What follows belongs to an exercise in optimizing a design on an open flow for small area, a short achievable clock period and few clock cycles; a production flow would make more cautious choices.
In this exercise RTL edits were held to simulation tests only and were not proved equivalent to the original.
Power is estimated from default activity; no workload was simulated.

rev 12:
==> flow/design.v <==
module serial_sorter #(
  parameter int unsigned WIDTH  = 32,
  parameter int unsigned DEPTH  = 16,
  parameter bit          SIGNED = 1'b1
) (
  input  logic             clk,
  input  logic             rst_n,
  input  logic [WIDTH-1:0] data_serial_i,
  input  logic             data_valid_i,
  input  logic             data_last_i,
  input  logic             descending_i,
  output logic             data_ready_o,
  input  logic             out_ready_i,
  output logic [WIDTH-1:0] data_serial_o,
  output logic             data_valid_o,
  output logic             data_last_o,
  output logic             busy_o
);
  logic             pre_v_q;
  logic [WIDTH-1:0] pre_d_q;
  logic [WIDTH-1:0] pre_dn_q;   
  logic             pre_last_q;
  logic             pre_desc_q;
  logic             in_v_q;
  logic [WIDTH-1:0] in_d_q;
  logic             in_last_q;
  logic             in_desc_q;
  logic [DEPTH-1:0] hg_q, hl_q, lg_q;
  logic [DEPTH-1:0][WIDTH-1:0] c_q;
  logic [DEPTH-1:0] occ_q;    
  logic [DEPTH-1:0] open_q;   
  logic [DEPTH-1:0] last_q;   
  logic             desc_q;   
  logic             ndesc_q;  
  logic             s_v_q;
  logic [WIDTH-1:0] s_d_q;
  logic             s_last_q;
  logic             ready_q, busy_q;
  logic             ins_q, adv_q;   
  logic             pop, take, top_free, room, ins, adv, close, accept;
  logic             top_in_v, top_in_last;   
  logic [WIDTH-1:0] top_in_d;
  logic             pre_v_n, in_v_n, s_v_n, ready_n;
  logic [DEPTH-1:0] occ_n;
  logic             hg_in, hl_in, lg_in;
  logic [DEPTH-1:0] hg_pre, hl_pre, lg_pre;   
  logic [DEPTH-1:0] hg_src, hl_src, lg_src;
  logic [DEPTH-1:0] after;        
  logic [DEPTH-1:0] mv;           
  logic [DEPTH-1:0] put;          
  logic [DEPTH-1:0] from_below;   
  logic [DEPTH-1:0] keep;         
  localparam int unsigned HW = WIDTH / 2;
  function automatic logic [1:0] compare(input logic [HW-1:0] a,
                                         input logic [HW-1:0] b);
    logic [HW-1:0] g, l;
    g = a & ~b;
    l = ~a & b;
    for (int s = 1; s < int'(HW); s = s * 2) begin
      for (int j = 0; j + s < int'(HW); j = j + 2 * s) begin
        g[j] = g[j+s] | (~l[j+s] & g[j]);
        l[j] = l[j+s] | (~g[j+s] & l[j]);
      end
    end
    compare = {g[0], l[0]};
  endfunction
  function automatic logic [HW-1:0] upper(input logic [WIDTH-1:0] a);
    upper = a[WIDTH-1:HW];
    if (SIGNED) upper[HW-1] = ~a[WIDTH-1];
  endfunction
  assign data_valid_o  = occ_q[DEPTH-1];
  assign data_serial_o = c_q[DEPTH-1];
  assign data_last_o   = last_q[DEPTH-1];
  assign pop        = ~s_v_q;
  assign take       = occ_q[DEPTH-1] & out_ready_i;
  assign top_free   = ~occ_q[DEPTH-1] | take;
  assign room       = ~s_v_q;
  assign ins        = ins_q;    
  assign adv        = adv_q;    
  assign close      = ins & (in_last_q | open_q[DEPTH-2]);
  assign accept     = data_valid_i & ready_q;
  assign data_ready_o = ready_q;
  assign busy_o       = busy_q;
  assign pre_v_n  = accept | (pre_v_q & ~adv);
  assign in_v_n   = adv | (in_v_q & ~ins);
  assign top_in_v    = mv[DEPTH-2] | put[DEPTH-1];
  assign top_in_d    = put[DEPTH-1] ? in_d_q : c_q[DEPTH-2];
  assign top_in_last = ~put[DEPTH-1] & last_q[DEPTH-2];
  assign s_v_n    = s_v_q ? ~take : (top_in_v & ~top_free);
  assign ready_n  = ~pre_v_n | ~in_v_n | ~s_v_n;
  assign {hg_in, hl_in} = compare(upper(in_d_q), upper(pre_d_q));
  assign lg_in          = compare(in_d_q[HW-1:0], pre_d_q[HW-1:0]) >> 1;
  always_comb begin
    hg_pre[DEPTH-1] = 1'b0;
    hl_pre[DEPTH-1] = 1'b0;
    lg_pre[DEPTH-1] = 1'b0;
    after[DEPTH-1]  = 1'b0;
    for (int i = 0; i < int'(DEPTH) - 1; i++) begin
      logic [WIDTH-1:0] b;
      b = (i < int'(DEPTH) / 2) ? pre_d_q : ~pre_dn_q;
      {hg_pre[i], hl_pre[i]} = compare(upper(c_q[i]), upper(b));
      lg_pre[i] = compare(c_q[i][HW-1:0], b[HW-1:0]) >> 1;
      after[i]  = open_q[i] & ((hg_q[i] | (~hl_q[i] & lg_q[i])) ^
                               ((i < int'(DEPTH) / 2) ? desc_q : ~ndesc_q));
    end
    for (int i = 0; i < int'(DEPTH) - 1; i++)
      mv[i] = occ_q[i] & (open_q[i] ? (ins & ~after[i]) : pop);
    mv[DEPTH-1] = take;
    put[0] = ins & ~after[0];
    for (int i = 1; i < int'(DEPTH); i++)
      put[i] = ins & after[i-1] & ~after[i];
    from_below[0] = 1'b0;
    for (int i = 1; i < int'(DEPTH); i++)
      from_below[i] = mv[i-1];
    keep = ~(from_below | put);
    occ_n = from_below | put | (occ_q & ~mv);
    occ_n[DEPTH-1] = s_v_q | top_in_v | ~top_free;
    hg_src = adv ? hg_pre : hg_q;
    hl_src = adv ? hl_pre : hl_q;
    lg_src = adv ? lg_pre : lg_q;
  end
  always_ff @(posedge clk or negedge rst_n) begin
    if (!rst_n) begin
      ready_q <= 1'b0;
      busy_q  <= 1'b0;
      ins_q   <= 1'b0;
      adv_q   <= 1'b0;
      pre_v_q <= 1'b0;
      in_v_q  <= 1'b0;
      occ_q   <= '0;
      open_q  <= '0;
      s_v_q   <= 1'b0;
    end else begin
      ready_q <= ready_n;
      busy_q  <= ~ready_n;
      ins_q   <= in_v_n & ~s_v_n;
      adv_q   <= pre_v_n & (~in_v_n | ~s_v_n);
      s_v_q   <= s_v_n;
      pre_v_q <= pre_v_n;
      in_v_q  <= in_v_n;
      occ_q  <= occ_n;
      open_q <= ((from_below & (open_q << 1)) | put | (open_q & ~mv)) & {DEPTH{~close}};
      open_q[DEPTH-1] <= 1'b0;
    end
  end
  always_ff @(posedge clk) begin
    if (accept) begin
      pre_d_q    <= data_serial_i;
      pre_dn_q   <= ~data_serial_i;
      pre_last_q <= data_last_i;
      pre_desc_q <= descending_i;
    end
    if (adv) begin
      in_d_q    <= pre_d_q;
      in_last_q <= pre_last_q;
      in_desc_q <= pre_desc_q;
    end
    if (ins && !open_q[0]) begin
      desc_q  <= in_desc_q;
      ndesc_q <= ~in_desc_q;
    end
    if (!s_v_q) begin
      s_d_q    <= top_in_d;
      s_last_q <= top_in_last;
    end
    hg_q <= (from_below & (hg_src << 1)) | (put & {DEPTH{hg_in}}) | (keep & hg_src);
    hl_q <= (from_below & (hl_src << 1)) | (put & {DEPTH{hl_in}}) | (keep & hl_src);
    lg_q <= (from_below & (lg_src << 1)) | (put & {DEPTH{lg_in}}) | (keep & lg_src);
    for (int i = 0; i < int'(DEPTH) - 1; i++) begin
      c_q[i] <= ({WIDTH{from_below[i]}} & c_q[(i + int'(DEPTH) - 1) % int'(DEPTH)])
              | ({WIDTH{put[i]}}        & in_d_q)
              | ({WIDTH{keep[i]}}       & c_q[i]);
    end
    last_q[DEPTH-2:0] <= (from_below[DEPTH-2:0] & (last_q[DEPTH-2:0] << 1))
                       | (put[DEPTH-2:0] & {{(DEPTH-2){1'b0}}, close})
                       | (keep[DEPTH-2:0] & (last_q[DEPTH-2:0] | {{(DEPTH-2){1'b0}}, close}));
    if (top_free) begin
      c_q[DEPTH-1]    <= s_v_q ? s_d_q : top_in_d;
      last_q[DEPTH-1] <= s_v_q ? s_last_q : top_in_last;
    end
  end
endmodule
make LEC_CHECK=0 CAP_MARGIN=20 CORE_MARGIN=2 CORE_UTILIZATION=55 CTS_CLUSTER_DIAMETER=80 CTS_CLUSTER_SIZE=30 SETUP_SLACK_MARGIN=2.2 SLEW_MARGIN=20 finish   # period 5.0 ns
run.sh (not shown) runs the stock make flow with config.mk's settings and CLKGATE_MAP_FILE= SYNTH_SCRIPT=/design/flow/synth_recipe.tcl, a recipe that flattens the netlist after the stock synthesis.
Testbench counts of rev 12, summed over its fixed seeds: cycles 4,000.
Input-level comparison between rev 13 and rev 12:
-- flow/design.v --
<<< rev 12, line 19
  logic             pre_v_q;
  logic [WIDTH-1:0] pre_d_q;
  logic [WIDTH-1:0] pre_dn_q;   
  logic             pre_last_q;
  logic             pre_desc_q;
>>> rev 13, line 19
  logic             pre_v_q;
  logic [WIDTH-1:0] pre_d_q;
  logic             pre_last_q;
  logic             pre_desc_q;
<<< rev 12, line 32
  logic [DEPTH-1:0] last_q;   
  logic             desc_q;   
  logic             ndesc_q;  
  logic             s_v_q;
  logic [WIDTH-1:0] s_d_q;
>>> rev 13, line 31
  logic [DEPTH-1:0] last_q;   
  logic             desc_q;   
  logic             s_v_q;
  logic [WIDTH-1:0] s_d_q;
<<< rev 12, line 97
    after[DEPTH-1]  = 1'b0;
    for (int i = 0; i < int'(DEPTH) - 1; i++) begin
      logic [WIDTH-1:0] b;
      b = (i < int'(DEPTH) / 2) ? pre_d_q : ~pre_dn_q;
      {hg_pre[i], hl_pre[i]} = compare(upper(c_q[i]), upper(b));
      lg_pre[i] = compare(c_q[i][HW-1:0], b[HW-1:0]) >> 1;
      after[i]  = open_q[i] & ((hg_q[i] | (~hl_q[i] & lg_q[i])) ^
                               ((i < int'(DEPTH) / 2) ? desc_q : ~ndesc_q));
    end
    for (int i = 0; i < int'(DEPTH) - 1; i++)
>>> rev 13, line 95
    after[DEPTH-1]  = 1'b0;
    for (int i = 0; i < int'(DEPTH) - 1; i++) begin
      {hg_pre[i], hl_pre[i]} = compare(upper(c_q[i]), upper(pre_d_q));
      lg_pre[i] = compare(c_q[i][HW-1:0], pre_d_q[HW-1:0]) >> 1;
      after[i]  = open_q[i] & ((hg_q[i] | (~hl_q[i] & lg_q[i])) ^ desc_q);
    end
    for (int i = 0; i < int'(DEPTH) - 1; i++)
<<< rev 12, line 130
      occ_q   <= '0;
      open_q  <= '0;
      s_v_q   <= 1'b0;
    end else begin
>>> rev 13, line 125
      occ_q   <= '0;
      open_q  <= '0;
      desc_q  <= 1'b0;
      s_v_q   <= 1'b0;
    end else begin
<<< rev 12, line 139
      pre_v_q <= pre_v_n;
      in_v_q  <= in_v_n;
      occ_q  <= occ_n;
      open_q <= ((from_below & (open_q << 1)) | put | (open_q & ~mv)) & {DEPTH{~close}};
>>> rev 13, line 135
      pre_v_q <= pre_v_n;
      in_v_q  <= in_v_n;
      if (ins && !open_q[0]) desc_q <= in_desc_q;
      occ_q  <= occ_n;
      open_q <= ((from_below & (open_q << 1)) | put | (open_q & ~mv)) & {DEPTH{~close}};
<<< rev 12, line 147
    if (accept) begin
      pre_d_q    <= data_serial_i;
      pre_dn_q   <= ~data_serial_i;
      pre_last_q <= data_last_i;
      pre_desc_q <= descending_i;
>>> rev 13, line 144
    if (accept) begin
      pre_d_q    <= data_serial_i;
      pre_last_q <= data_last_i;
      pre_desc_q <= descending_i;
<<< rev 12, line 155
      in_last_q <= pre_last_q;
      in_desc_q <= pre_desc_q;
    end
    if (ins && !open_q[0]) begin
      desc_q  <= in_desc_q;
      ndesc_q <= ~in_desc_q;
    end
    if (!s_v_q) begin
>>> rev 13, line 151
      in_last_q <= pre_last_q;
      in_desc_q <= pre_desc_q;
    end
    if (!s_v_q) begin
Minimum period implied by the final worst setup slack (lower): rev 12. | filler-free cell count of the finished design | rev 13 vs rev 12 | about 0.6% lower |. Critical path depth came out exactly the same in rev 13 and rev 12. Compared with rev 12, rev 13 shows a total power that is 1.4 mW higher. Number of cells produced by synthesis: rev 13 vs rev 12, no meaningful difference. Maximum frequency in rev 13 is 6.1% lower than in rev 12. The via count reported for rev 13 is higher than the one for rev 12. | sequential cell count | higher: rev 12 |. Rev 13: number of buffer and inverter instances along the worst setup path lower than rev 12. In the flow results for rev 13 and rev 12, the post-route worst setup slack is larger on rev 12. Rev 13: per-instance average area after synthesis is 0.72% lower than what rev 12 reported. Side by side, internal cell power turned out higher in rev 13 than in rev 12. Compared rev 13 vs rev 12, and synthesis-stage register bit count is down in rev 13. On worst hold slack: rev 13 sits below rev 12.
Testbench counts of rev 13, summed over its fixed seeds: cycles 4,000.

-- static timing again, ports no longer ideal --
The results above use ideal ports. As a check the final layouts listed here were re-extracted and re-timed, cells and wires unchanged.
Step 1: set_driving_cell puts a clkbuf_16 on clk and a buf_2 on each other input, an assumption about the parent block.
Step 2 also shifts input and output timing later by t, the mid clock arrival at the registers, as if the neighbouring blocks saw the same clock.
Three values: no drivers, after step 1, after step 2; two values: the first two.
run	t, ns	setup slack, ns	worst setup path after step 2	clock arrival spread, ns
rev 12	0.683	2.170 / 2.170 / 2.017	input to register	0.034 / 0.034
rev 13	0.672	1.988 / 1.988 / 1.988	register to register	0.033 / 0.033
After both steps setup and hold are still met in every run listed. For rev 12, which loses most, drivers alone change the setup slack by 0.000 ns; drivers and shift together by -0.153 ns.
